This design comes from an exercise in tuning for small area and a short achievable clock period on the open sky130 flow, not from production work.
The RTL was checked by simulation tests, not by an equivalence proof against the original design.
Power figures rest on the tool's default switching activity, not on a simulated workload.

==> flow/design.v <==
package dither_pkg;
    localparam int PIX_W = 8;
    localparam int Q_W = 5;
    localparam int SH_W = 6;
    localparam int RGB_W = 24;
    localparam int LINE_TOTAL = 24;
    localparam int LATENCY = 2 * LINE_TOTAL + 3;
    localparam int PIX_STAGES = 11;
    localparam int QLAT = PIX_STAGES + 1;
    localparam int HIST_NEXT = LINE_TOTAL - 5;
    localparam int HIST_FAR  = 2 * LINE_TOTAL - 10;
    localparam int HIST_LEN  = HIST_FAR + 1;
    localparam int CNT_W   = 6;
    localparam int CNT_MAX = LATENCY;
endpackage
import dither_pkg::*;
module diffusion_row
#(
    parameter int K = 3
) (
    input  logic             clk,
    input  logic [PIX_W-1:0] value_in,
    input  logic [K-1:0]     share,
    output logic [PIX_W-1:0] value_out
);
    logic               neg;
    logic [K:0]         lo;
    logic               cy;
    logic [PIX_W-K-1:0] hi;
    logic [PIX_W-K-1:0] hi_new;
    logic               up;
    logic               dn;
    logic [PIX_W-K:0]   all1;
    logic [PIX_W-K:0]   all0;
    logic               ovf;
    logic               unf;
    assign neg = share[K-1];
    assign lo = {1'b0, value_in[K-1:0]} + {1'b0, share};
    assign cy = lo[K];
    assign hi = value_in[PIX_W-1:K];
    assign up = cy && !neg;
    assign dn = !cy && neg;
    always_comb begin
        all1[0] = 1'b1;
        all0[0] = 1'b1;
        for (int i = 0; i < PIX_W - K; i++) begin
            all1[i+1] = all1[i] && hi[i];
            all0[i+1] = all0[i] && !hi[i];
        end
        for (int i = 0; i < PIX_W - K; i++) begin
            hi_new[i] = hi[i] ^ ((up && all1[i]) || (dn && all0[i]));
        end
    end
    assign ovf = up && all1[PIX_W-K];
    assign unf = dn && all0[PIX_W-K];
    always_ff @(posedge clk) begin
        value_out <= unf ? '0 : (ovf ? '1 : {hi_new, lo[K-1:0]});
    end
endmodule
module line_fifo
#(
    parameter int WIDTH = 1,
    parameter int DEPTH = 1
) (
    input  logic             clk,
    input  logic [WIDTH-1:0] din,
    output logic [DEPTH-1:0][WIDTH-1:0] taps
);
    always_ff @(posedge clk) begin
        taps[0] <= din;
        for (int i = 1; i < DEPTH; i++) begin
            taps[i] <= taps[i-1];
        end
    end
endmodule
import dither_pkg::*;
module jjn_quantizer
(
    input  logic             clk,
    input  logic [PIX_W-1:0] value_in,
    input  logic             de_in,
    output logic [Q_W-1:0]   q_out,
    output logic             bd_out
);
    logic signed [5:0] w7;
    logic signed [9:0] u0;
    logic signed [9:0] u1;
    logic              unf;
    logic              ovf;
    logic              b;
    assign w7 = 6'($signed(q_out)) + 6'($signed(q_out) >>> 1) - 6'($signed(q_out) >>> 2);
    assign u0 = $signed({2'b00, value_in}) + w7;
    assign u1 = $signed({2'b00, value_in}) + w7 + 10'sd1;
    assign unf = u0[9];
    assign ovf = !u0[9] && u0[8];
    assign b   = !u0[9] && (u0[8] || u0[7]);
    always_ff @(posedge clk) begin
        if (!de_in || unf || ovf)
            q_out <= '0;
        else
            q_out <= b ? u1[7:3] : u0[7:3];
        bd_out <= b;
    end
endmodule
import dither_pkg::*;
module jjn_dither_top
(
    input  logic             clk,
    input  logic             rst,
    input  logic [RGB_W-1:0] rgb,
    input  logic             de,
    input  logic             hs,
    input  logic             vs,
    output logic [RGB_W-1:0] dout,
    output logic             de_out,
    output logic             hs_out,
    output logic             vs_out
);
    logic [CNT_W-1:0] cnt;
    always_ff @(posedge clk) begin
        if (rst)
            cnt <= '0;
        else if (cnt != CNT_W'(CNT_MAX))
            cnt <= cnt + 1'b1;
    end
    logic [LATENCY-1:0][2:0] sync_taps;
    line_fifo #(.WIDTH(3), .DEPTH(LATENCY)) sync_dly (
        .clk(clk), .din({de, hs, vs}), .taps(sync_taps)
    );
    logic [PIX_STAGES:1][PIX_W-1:0] pix;
    logic [HIST_LEN-2:0][Q_W:0] hist_taps;
    logic [Q_W-1:0]   q_next;
    logic [Q_W-1:0]   q_near;
    logic             bd_near;
    function automatic logic [2:0] share_w1(input logic [Q_W-1:0] q);
        case (q[4:3])
            2'b00:   share_w1 = 3'sd0;
            2'b01:   share_w1 = 3'sd1;
            2'b10:   share_w1 = -3'sd3;
            default: share_w1 = -3'sd2;
        endcase
    endfunction
    function automatic logic [4:0] share_w5(input logic [Q_W-1:0] q);
        share_w5 = $signed(q) - ($signed(q) >>> 3);
    endfunction
    function automatic logic [5:0] share_w7(input logic [Q_W-1:0] q);
        share_w7 = 6'($signed(q)) + 6'($signed(q) >>> 1) - 6'($signed(q) >>> 2);
    endfunction
    logic [5:0] gr;
    logic [6:0] gg;
    logic [5:0] gb;
    logic [6:0] gs_q;
    logic [6:1] gc_q;
    assign gr = rgb[23:18];
    assign gg = rgb[15:9];
    assign gb = rgb[7:2];
    always_ff @(posedge clk) begin
        gs_q <= {gg[6], gr ^ gg[5:0] ^ gb};
        gc_q <= (gr & gg[5:0]) | (gr & gb) | (gg[5:0] & gb);
    end
    logic           keep_next;
    logic           keep_far;
    logic [3:0]     far_q41;
    logic [4:0]     far_w5;
    logic [4:0]     next_w5;
    logic [5:0]     next_w7;
    assign keep_next = !rst && (cnt >= CNT_W'(HIST_NEXT));
    assign keep_far  = !rst && (cnt >= CNT_W'(HIST_FAR));
    always_ff @(posedge clk) begin
        far_q41 <= keep_far ? hist_taps[HIST_FAR-2][Q_W-1:1] : '0;
        far_w5  <= keep_far ? share_w5(hist_taps[HIST_FAR-2][Q_W-1:0]) : '0;
        next_w5 <= keep_next ? share_w5(hist_taps[HIST_NEXT-2][Q_W-1:0]) : '0;
        next_w7 <= keep_next ? share_w7(hist_taps[HIST_NEXT-2][Q_W-1:0]) : '0;
    end
    assign q_next = hist_taps[HIST_NEXT-1][Q_W-1:0];
    logic [2:0] far_w1;
    assign far_w1 = share_w1({far_q41, 1'b0});
    logic signed [9:0] far0_sum;
    assign far0_sum = $signed({3'b0, gs_q}) + $signed({3'b0, gc_q, 1'b0}) + $signed(far_w1);
    always_ff @(posedge clk) begin
        pix[1] <= far0_sum[9] ? '0 : far0_sum[PIX_W-1:0];
    end
    diffusion_row #(.K(4)) far1 (.clk(clk), .value_in(pix[1]), .share(far_q41), .value_out(pix[2]));
    diffusion_row #(.K(5)) far2 (.clk(clk), .value_in(pix[2]), .share(far_w5), .value_out(pix[3]));
    diffusion_row #(.K(4)) far3 (.clk(clk), .value_in(pix[3]), .share(far_q41), .value_out(pix[4]));
    diffusion_row #(.K(3)) far4 (.clk(clk), .value_in(pix[4]), .share(far_w1), .value_out(pix[5]));
    diffusion_row #(.K(4)) nxt0 (.clk(clk), .value_in(pix[5]), .share(q_next[4:1]), .value_out(pix[6]));
    diffusion_row #(.K(5)) nxt1 (.clk(clk), .value_in(pix[6]), .share(next_w5), .value_out(pix[7]));
    diffusion_row #(.K(6)) nxt2 (.clk(clk), .value_in(pix[7]), .share(next_w7), .value_out(pix[8]));
    diffusion_row #(.K(5)) nxt3 (.clk(clk), .value_in(pix[8]), .share(next_w5), .value_out(pix[9]));
    diffusion_row #(.K(4)) nxt4 (.clk(clk), .value_in(pix[9]), .share(q_next[4:1]), .value_out(pix[10]));
    diffusion_row #(.K(5)) cur0 (.clk(clk), .value_in(pix[10]), .share(share_w5(q_near)), .value_out(pix[11]));
    logic de_eff;
    assign de_eff = sync_taps[PIX_STAGES][2] && (cnt >= CNT_W'(QLAT));
    jjn_quantizer quantizer_i (
        .clk(clk), .value_in(pix[PIX_STAGES]), .de_in(de_eff),
        .q_out(q_near), .bd_out(bd_near)
    );
    always_ff @(posedge clk) begin
        hist_taps[0] <= {bd_near, q_near};
        for (int i = 1; i < HIST_LEN - 1; i++) begin
            hist_taps[i] <= hist_taps[i-1];
        end
        if (!keep_next) hist_taps[HIST_NEXT-1][Q_W-1:0] <= '0;
    end
    logic       out_ok;
    logic       bd_q;
    logic [2:0] sync_q;
    assign out_ok = !rst && (cnt == CNT_W'(CNT_MAX));
    always_ff @(posedge clk) begin
        bd_q   <= out_ok && hist_taps[HIST_FAR-1][Q_W] && sync_taps[LATENCY-1][2];
        sync_q <= out_ok ? sync_taps[LATENCY-1] : 3'b000;
    end
    assign dout = {RGB_W{bd_q}};
    assign {de_out, hs_out, vs_out} = sync_q;
endmodule
export LEC_CHECK = 0
export ABC_AREA = 1
export CAP_MARGIN = 20
export CORE_MARGIN = 2
export CORE_UTILIZATION = 60
export CTS_BUF_LIST = sky130_fd_sc_hd__clkbuf_8
export CTS_CLUSTER_DIAMETER = 80
export CTS_CLUSTER_SIZE = 20
export SETUP_SLACK_MARGIN = 4.0
export SLEW_MARGIN = 20
create_clock -name core_clock -period 6.5 [get_ports {clk}]
standard.sh (not shown) runs the stock make flow with config.mk's settings and CLKGATE_MAP_FILE= SYNTH_SCRIPT=/design/flow/synth_recipe.tcl, a recipe that flattens the netlist after the stock synthesis.
==> flow/flow/run.sh <==
#!/bin/bash
# The standard layout (standard.sh) with these ORFS settings changed:
#   ADDER_MAP_FILE empty: no adder cells are extracted in synthesis, so ABC
#     maps all of the arithmetic itself (registers and names unchanged);
#   and the placement/CTS/repair settings listed on the make line below.
# Every tool's output goes to orfs_make.log here; ORFS keeps its per-step
# logs under orfs/logs.
set -euo pipefail
bash standard.sh ADDER_MAP_FILE= MATCH_CELL_FOOTPRINT=0 'BUFFER_PORTS_ARGS=-buffer_cell sky130_fd_sc_hd__buf_2' finish > orfs_make.log 2>&1
Edit:
SETUP_SLACK_MARGIN = 3.9   (was 4.0)
- clock skew barely changes
- via count fell slightly
- die area is unchanged
- area after synthesis does not change
- worst setup slack improves by 39 ps
- synthesized cell count is unchanged
- final area decreases slightly
Edit:
--- a/flow/flow/run.sh
+++ b/flow/flow/run.sh
@@ -7,3 +7,3 @@
 # logs under orfs/logs.
 set -euo pipefail
-bash standard.sh ADDER_MAP_FILE= MATCH_CELL_FOOTPRINT=0 'BUFFER_PORTS_ARGS=-buffer_cell sky130_fd_sc_hd__buf_2' finish > orfs_make.log 2>&1
+bash standard.sh ADDER_MAP_FILE= MATCH_CELL_FOOTPRINT=0 'BUFFER_PORTS_ARGS=-buffer_cell sky130_fd_sc_hd__buf_4' finish > orfs_make.log 2>&1
SETUP_SLACK_MARGIN = 4.0   (was 3.9)
Result:
- total power is higher by about 1.4%
- via count is higher by about 1%
- final area is higher by about 3%
- synthesized area is unchanged
- wire length is higher by 4.9%
- register-to-register slack is worse by 80 ps
- setup slack is worse by 45 ps
- maximum frequency is lower by about 1.8%
- global-route usage is higher by 0.56 points
- sequential share of layout area is lower by 1.9 points

separate check: timing with driven ports:
No port has a modelled driver above. Below, the same layouts with a new extraction and two added sets of constraints.
Step 1 assumes that a clkbuf_16 drives the clock port and a buf_2 every other input.
Step 2 adds t to the input delays and takes it off the output delays; t is the mean of the earliest and latest rising clock arrival at the registers after step 1. Input paths then give back, and output paths get back, about the clock's delay inside the block.
Slacks: ideal / step 1 / step 2; pairs: ideal / step 1.
| run | shift t [ns] | setup slack, ns | worst setup path after step 2 | latest minus earliest clock arrival (ns) | worst slew at a driven data input, ns |
|---|---|---|---|---|---|
| the first run | 0.626 | 3.966 / 3.922 / 3.911 | input to register | 0.022 / 0.022 | 0.04 |
| the second run | 0.627 | 4.005 / 3.961 / 3.908 | input to register | 0.024 / 0.024 | 0.04 |
| the third run | 0.637 | 3.960 / 3.916 / 3.938 | input to register | 0.020 / 0.021 | 0.06 |
After both steps setup and hold are still met in every run listed. For the second run, which loses most, drivers alone change the setup slack by -0.044 ns; drivers and shift together by -0.097 ns.
